From an optimization exercise on the open Yosys and OpenROAD flow, aimed at small area and a short achievable clock period; shortcuts taken in it are not production practice. In this exercise RTL edits were held to simulation tests only and were not proved equivalent to the original. Power is estimated from default activity; no workload was simulated.

Setup of run A:
Design xbar_top, start of the top module:
module xbar_top (
	input  logic                    clk,
	input  logic                    rst,
	input  logic                    in_valid0,
	input  logic [8-1:0] in_ctrl0,
	input  logic [16-1:0] in_data0,
	input  logic                    in_valid1,
	input  logic [8-1:0] in_ctrl1,
	input  logic [16-1:0] in_data1,
	input  logic                    in_valid2,
	input  logic [8-1:0] in_ctrl2,
	input  logic [16-1:0] in_data2,
	input  logic                    in_valid3,
	input  logic [8-1:0] in_ctrl3,
	input  logic [16-1:0] in_data3,
	output logic                    in_full0,
	output logic                    in_full1,
	output logic                    in_full2,
	output logic                    in_full3,
	output logic                    out_wr0,
	output logic [8-1:0] out_ctrl0,
	output logic [16-1:0] out_data0,
	output logic                    out_wr1,
	output logic [8-1:0] out_ctrl1,
	output logic [16-1:0] out_data1,
	output logic                    out_wr2,
	output logic [8-1:0] out_ctrl2,
	output logic [16-1:0] out_data2,
	output logic                    out_wr3,
	output logic [8-1:0] out_ctrl3,
	output logic [16-1:0] out_data3
);
Settings: LEC_CHECK=0, ABC_CLOCK_PERIOD_IN_PS=1500, CAP_MARGIN=20, CORE_MARGIN=2, CORE_UTILIZATION=68, CTS_CLUSTER_DIAMETER=80, CTS_CLUSTER_SIZE=25, PLACE_DENSITY=0.78, SETUP_SLACK_MARGIN=1.95, SLEW_MARGIN=20; clock period 4.0 ns.
standard.sh (not shown) runs the stock make flow with config.mk's settings and CLKGATE_MAP_FILE= SYNTH_SCRIPT=/design/flow/synth_recipe.tcl, a recipe that flattens the netlist after the stock synthesis.
==> flow/flow/run.sh <==
#!/bin/bash
# Own layout flow: the standard flow (standard synthesis unchanged), with the
# port buffers made from plain buf_2 cells instead of the delay buffer that
# buffer_ports picks on its own. Every tool's output goes to the ORFS logs under
# orfs/logs/, and make's own output to flow_make.log in the work folder.
set -euo pipefail
export BUFFER_PORTS_ARGS="-buffer_cell sky130_fd_sc_hd__buf_2"
bash standard.sh finish > flow_make.log 2>&1
Here is what was changed in the inputs of run B compared with run A.
Settings: changing CORE_UTILIZATION from 68 to 60; changing PLACE_DENSITY from 0.78 to 0.7; changing ABC_CLOCK_PERIOD_IN_PS from 1500 to 2000.
## What came out
- Run A and run B all finish clean.
- Relative to run A, run B improves worst setup slack.
- Of run A and run B, the run reporting the lower share of the clock period used by the worst path after layout was run B.
- Compared with run A, run B shows a lower biggest fanout along the worst timing path.
Setup changes, run B to run C
Settings: TNS_END_PERCENT newly set to 30.
==> flow/flow/run.sh <==
#!/bin/bash
# Own layout flow: the standard flow (standard synthesis unchanged), with
#  - the port buffers made from plain buf_2 cells instead of the delay buffer
#    that buffer_ports picks on its own;
#  - clock tree synthesis without dummy loads.
# Every tool's output goes to the ORFS logs under orfs/logs/, and make's own
# output to flow_make.log in the work folder.
set -euo pipefail
export BUFFER_PORTS_ARGS="-buffer_cell sky130_fd_sc_hd__buf_2"
export CTS_ARGS="-sink_clustering_enable -repair_clock_nets -sink_clustering_size 25 -sink_clustering_max_diameter 80 -dont_use_dummy_load"
bash standard.sh finish > flow_make.log 2>&1
Going from run B to run C, final cell count shrinks by about 1.4%.
Number of placed instances with taps included of run C exceeds that of run B slightly.
Re multiplexer fraction of the synthesized cell area: no difference whatsoever between run B and run C.
Summary of run C over run B: layout buffer count excluding clock buffers dropped 9, final area lower, arrival time at the worst endpoint went up, sequential share of layout area grew by 0.78 points.
Run B reports its critical path launch point as g_queue[1].u_queue.req[2] while run C reports g_queue[0].u_queue.rptr[2].
Inputs modified between run C and run D:
Settings: SETUP_SLACK_MARGIN now 1.9, was 1.95; ABC_CLOCK_PERIOD_IN_PS now 1500, was 2000; TNS_END_PERCENT no longer set, was 30.
Findings:
- Looking at sequential share of layout area, run D sits 0.27 points above run C.
- Static leakage (lower): run D
- Summary of run D over run C: worst setup skew after layout now sits lower, area occupied by registers now sits at about the same level, routed length on met1 now sits lower.
- Against run C as the reference, run D delivers a lower core utilization.
- Final cell area: run D below run C

==> static timing again, ports no longer ideal <==
Ports are ideal in the flow. The routed layouts listed here were re-timed in OpenROAD.
Step 1 assumes that a clkbuf_16 drives the clock port and a buf_2 every other input.
Step 2 adds t to the input delays and takes it off the output delays; t is the mean of the earliest and latest rising clock arrival at the registers after step 1. Input paths then give back, and output paths get back, about the clock's delay inside the block.
a / b / c = no drivers / after step 1 / after step 2; a / b = the first two.
run	t (ns)	setup WS [ns]	worst setup path after step 2	cell pins on the clock port's net
run A	0.680	1.847 / 1.847 / 1.271	input to register	1
run B	0.677	1.919 / 1.862 / 1.292	input to register	1
run C	0.649	1.770 / 1.770 / 1.158	input to register	1
run D	0.663	1.836 / 1.836 / 1.340	input to register	1
After both steps every run listed still meets setup and hold. The setup slack of run B, which loses most, moves by -0.057 ns with the drivers and by -0.627 ns with both steps.
